Background: an optimization exercise with open tools, aiming at small area. Do not read the settings as production practice.
The RTL was checked by simulation tests, not by an equivalence proof against the original design.
No activity file was given, so power comes from the tool's default toggle rates.

run A:
## multi_pattern_blinker
module multi_pattern_blinker
#(
  parameter  int CHANNELS = 4,
  parameter  int PAT_W    = 32,
  parameter  int PRESC_W  = 20,
  localparam int CH_W     = (CHANNELS > 1) ? $clog2(CHANNELS) : 1,
  localparam int LEN_W    = blinker_pkg::len_w(PAT_W),
  localparam int IDX_W    = $clog2(PAT_W)
) (
  input  logic                i_clk,
  input  logic                i_rst,
  input  logic                i_cfg_valid,
  output logic                o_cfg_ready,
  input  logic [CH_W-1:0]     i_cfg_ch,
  input  logic [PAT_W-1:0]    i_cfg_pattern,
  input  logic [LEN_W-1:0]    i_cfg_len,
  input  logic [PRESC_W-1:0]  i_cfg_prescale,
  input  logic                i_cfg_oneshot,
  input  logic [CHANNELS-1:0] i_en,
  output logic [CHANNELS-1:0] o_out,
  output logic [CHANNELS-1:0] o_done
);
  logic [CHANNELS-1:0] cfg_we;
  logic [CHANNELS-1:0] pending;
  logic                cfg_lnz;
  logic [IDX_W-1:0]    cfg_lm1;
  logic [PRESC_W-1:0]  cfg_presc;
  ...
make LEC_CHECK=0 CAP_MARGIN=20 CORE_MARGIN=2 CORE_UTILIZATION=60 CTS_BUF_LIST=sky130_fd_sc_hd__clkbuf_16 CTS_CLUSTER_DIAMETER=150 CTS_CLUSTER_SIZE=30 SLEW_MARGIN=20 finish   # period 10.0 ns
run.sh (not shown) runs the stock make flow with config.mk's settings and CLKGATE_MAP_FILE= SYNTH_SCRIPT=/design/flow/synth_recipe.tcl, a recipe that flattens the netlist after the stock synthesis.
#### Input delta (run B over run A)
==> flow/flow/run.sh (new file) <==
#!/bin/bash
# Own flow: the standard layout, except that Yosys's abc maps the combinational logic
# with an area-oriented script (flow/abc_amap.script) instead of ORFS's default one.
# Registers, their names and cell types are untouched: dfflibmap and every other synthesis
# step are the standard ones (synth_recipe.tcl is sourced unchanged).
set -euo pipefail
W=$(pwd)

cat > "$W/flow_synth.tcl" <<EOT
proc abc {args} {
  set i [lsearch -exact \$args -script]
  if { \$i >= 0 } { lset args [expr { \$i + 1 }] $W/flow/abc_amap.script }
  yosys abc {*}\$args
}
source $W/synth_recipe.tcl
EOT

sed "s#SYNTH_SCRIPT=[^ ]*#SYNTH_SCRIPT=$W/flow_synth.tcl#" standard.sh > "$W/flow_standard.sh"
grep -q "SYNTH_SCRIPT=$W/flow_synth.tcl" "$W/flow_standard.sh"

bash "$W/flow_standard.sh" finish > "$W/flow_make.log" 2>&1
==> flow/flow/abc_amap.script (new file) <==
strash
dch -f
amap
topo
stime -c
==> flow/standard.sh (new file) <==
#!/bin/bash
# synth_recipe.tcl (not shown) runs the flow's synth.tcl, then flattens the netlist and writes it again
# the make line also repeats each setting of config.mk as NAME=value (left out here)
make -C /OpenROAD-flow-scripts/flow DESIGN_CONFIG=/design/flow/config.mk WORK_HOME=/design/flow/orfs CLKGATE_MAP_FILE= SYNTH_SCRIPT=/design/flow/synth_recipe.tcl "${@:-finish}"
removed: flow/run.sh
### Flow results
- Run B gives more ratio of final minimum period to clock period than run A did.
- Run A vs run B, launching instance or port of the critical path: i_cfg_ch[0] vs g_ch[3].u_ch.cnt_q[0]
- From run A to run B, number of enable-type register cells in the synthesized netlist did not move at all.
- Run B has less setup slack than run A.
- The worst max-slew margin expressed relative to the limit on run A is in line with that on run B.
- Initial cell density of the core in run B vs run A: up 0.33 points
- Taking run A as the reference point, the post-DP HPWL of run B falls by 4.5%.
- The uppermost metal layer occupied by signal nets comes out met4 in one run and met5 in the other, namely in run B and run A respectively.
Edits applied to the flow inputs when going from run B to run C:
Settings: CTS_CLUSTER_DIAMETER now 100, was 150; CTS_CLUSTER_SIZE now 18, was 30; CTS_BUF_LIST now sky130_fd_sc_hd__clkbuf_8, was sky130_fd_sc_hd__clkbuf_16.
==> flow/run.sh (new file) <==
#!/bin/bash
# synth_recipe.tcl (not shown) runs the flow's synth.tcl, then flattens the netlist and writes it again
# the make line also repeats each setting of config.mk as NAME=value (left out here)
make -C /OpenROAD-flow-scripts/flow DESIGN_CONFIG=/design/flow/config.mk WORK_HOME=/design/flow/orfs CLKGATE_MAP_FILE= SYNTH_SCRIPT=/design/flow/synth_recipe.tcl finish
removed: flow/flow/run.sh
removed: flow/flow/abc_amap.script
removed: flow/standard.sh
==> run notes <==
Going from run B to run C, power per unit of standard cell area shows a reduction of 16%; synthesized cell count shows a reduction of 48; critical path data arrival time shows a reduction of 2.76 ns. Run C vs run B — routed via count dropped by a few percent. Critical path depth was lower in run C than in run B. For run B, the worst-path cell with the longest stage delay was clkinv_1, unlike run C, where it was clkdlybuf4s50_1. Worst slack on hold paths: run C < run B. Looking at placed instance count, run C sits below run B. When run C is measured against run B, its total routed wire length on the met1 layer turns out 4.8% higher. | met3 track demand over resource in global routing | lower: run B |. Compared with run B, run C instantiates a smaller number of cells.

========
## run 1
Another version of the RTL of multi_pattern_blinker (not shown whole).
For scale: about 1900 cells after synthesis.
==> flow/config.mk <==
export PLATFORM = sky130hd
export DESIGN_NAME = multi_pattern_blinker
export DESIGN_NICKNAME = multi_pattern_blinker
export VERILOG_FILES = /design/flow/design.v
export SDC_FILE = /design/flow/constraint.sdc
export NUM_CORES = 4
export LEC_CHECK = 0
export CAP_MARGIN = 0
export CORE_MARGIN = 2
export CORE_UTILIZATION = 60
export CTS_BUF_LIST = sky130_fd_sc_hd__clkbuf_16
export CTS_CLUSTER_DIAMETER = 150
export CTS_CLUSTER_SIZE = 30
export SLEW_MARGIN = 0
==> flow/constraint.sdc <==
create_clock -name core_clock -period 10.0 [get_ports {i_clk}]
set_input_delay 2.0000 -clock core_clock [delete_from_list [all_inputs] [get_ports {i_clk}]]
set_output_delay 2.0000 -clock core_clock [all_outputs]
set_load 0.01 [all_outputs]
standard.sh (not shown) runs the stock make flow with config.mk's settings and CLKGATE_MAP_FILE= SYNTH_SCRIPT=/design/flow/synth_recipe.tcl, a recipe that flattens the netlist after the stock synthesis.
==> flow/flow/run.sh <==
#!/bin/bash
# Own flow: the standard layout, except that Yosys's abc maps the combinational logic
# with an area-oriented script (flow/abc_amap.script) instead of ORFS's default one.
# Registers, their names and cell types are untouched: dfflibmap and every other synthesis
# step are the standard ones (synth_recipe.tcl is sourced unchanged).
set -euo pipefail
W=$(pwd)

cat > "$W/flow_synth.tcl" <<EOT
proc abc {args} {
  set i [lsearch -exact \$args -script]
  if { \$i >= 0 } { lset args [expr { \$i + 1 }] $W/flow/abc_amap.script }
  yosys abc {*}\$args
}
source $W/synth_recipe.tcl
EOT

sed "s#SYNTH_SCRIPT=[^ ]*#SYNTH_SCRIPT=$W/flow_synth.tcl#" standard.sh > "$W/flow_standard.sh"
grep -q "SYNTH_SCRIPT=$W/flow_synth.tcl" "$W/flow_standard.sh"

bash "$W/flow_standard.sh" BUFFER_PORTS_ARGS="-buffer_cell sky130_fd_sc_hd__buf_1" finish > "$W/flow_make.log" 2>&1
==> flow/flow/abc_amap.script <==
strash
dch -f
amap
strash
dch -f
amap
topo
stime -c
--- input diff run 1..run 2 ---
-- flow/flow/run.sh --
<<< run 1, line 19
grep -q "SYNTH_SCRIPT=$W/flow_synth.tcl" "$W/flow_standard.sh"

bash "$W/flow_standard.sh" BUFFER_PORTS_ARGS="-buffer_cell sky130_fd_sc_hd__buf_1" finish > "$W/flow_make.log" 2>&1
>>> run 2, line 19
grep -q "SYNTH_SCRIPT=$W/flow_synth.tcl" "$W/flow_standard.sh"

bash "$W/flow_standard.sh" finish > "$W/flow_make.log" 2>&1
Run 2 reached the final stage; the timing, DRC and antenna checks on its layout passed. Both conditions hold for run 1: the flow ran to the end and the final layout passed the timing, DRC and antenna checks. Comparing run 2 against run 1, there is no change at all in flip-flop and latch count. Compared with run 1, run 2 shows finished layout cell area that has gone up by a few percent. Maximum frequency delta for run 2 relative to run 1: about 2.3% lower. Lower combinational cell fraction of total power among run 1 and run 2: run 1. Non-clock buffer count (run 2 vs. run 1) increases slightly. Comparing run 1 with run 2, the TritonCTS sink count came out essentially unchanged. Global-route wire length before repair (higher): run 2. Routed wire in run 2 totals more than in run 1. Run 1 → run 2: core utilization has increased; total power draw +0.85%. On count of buffering cells on the critical path with inverters included, run 1 and run 2 are basically level.
For run 3, these inputs were changed with respect to run 2:
Settings: CORE_UTILIZATION changed from 60 to 75.
-- flow/flow/run.sh --
<<< run 2, line 19
grep -q "SYNTH_SCRIPT=$W/flow_synth.tcl" "$W/flow_standard.sh"

bash "$W/flow_standard.sh" finish > "$W/flow_make.log" 2>&1
>>> run 3, line 19
grep -q "SYNTH_SCRIPT=$W/flow_synth.tcl" "$W/flow_standard.sh"

bash "$W/flow_standard.sh" BUFFER_PORTS_ARGS="-buffer_cell sky130_fd_sc_hd__buf_1" finish > "$W/flow_make.log" 2>&1
==> run notes <==
Run 3 vs run 2 — power per standard cell area climbed by a few percent
Changes observed in run 3 relative to run 2: via count of the first global-routing pass saw an increase; proportion of power drawn by combinational gates saw a decrease; global-route wire length before repair saw a decrease; post-synthesis to final-layout area growth saw a decrease.

-- port drivers added, routing unchanged --
How much do the figures lean on ideal ports? The routed layouts below were timed once more, with nothing changed but the port constraints.
Step 1: set_driving_cell puts a clkbuf_16 on i_clk and a buf_2 on each other input, an assumption about the parent block.
Step 2 times the ports against the registers' clock, not the clock port: input delays grow and output delays shrink by t, the midpoint of the rising clock arrivals with the driver on.
Three values: no drivers, after step 1, after step 2; two values: the first two.
| run | t (ns) | setup WS [ns] | hold WS [ns] | worst setup path at the end | slew at the worst register clock pin (ns) |
|---|---|---|---|---|---|
| run A | 0.607 | 4.246 / 4.222 / 4.222 | 0.472 / 0.472 / 0.472 | input to output | 0.12 / 0.12 |
| run B | 0.609 | 3.937 / 3.937 / 3.937 | 0.474 / 0.474 / 0.474 | register to register | 0.11 / 0.11 |
| run C | 0.665 | 4.246 / 4.222 / 4.222 | 0.470 / 0.470 / 0.470 | input to output | 0.12 / 0.12 |
| run 1 | 0.597 | 4.213 / 4.213 / 4.213 | 0.471 / 0.471 / 0.471 | register to register | 0.12 / 0.12 |
| run 2 | 0.597 | 4.074 / 4.074 / 4.074 | 0.472 / 0.472 / 0.472 | register to register | 0.12 / 0.12 |
| run 3 | 0.601 | 3.390 / 3.390 / 3.390 | 0.471 / 0.471 / 0.471 | register to register | 0.11 / 0.11 |
After both steps setup and hold are still met in every run listed.
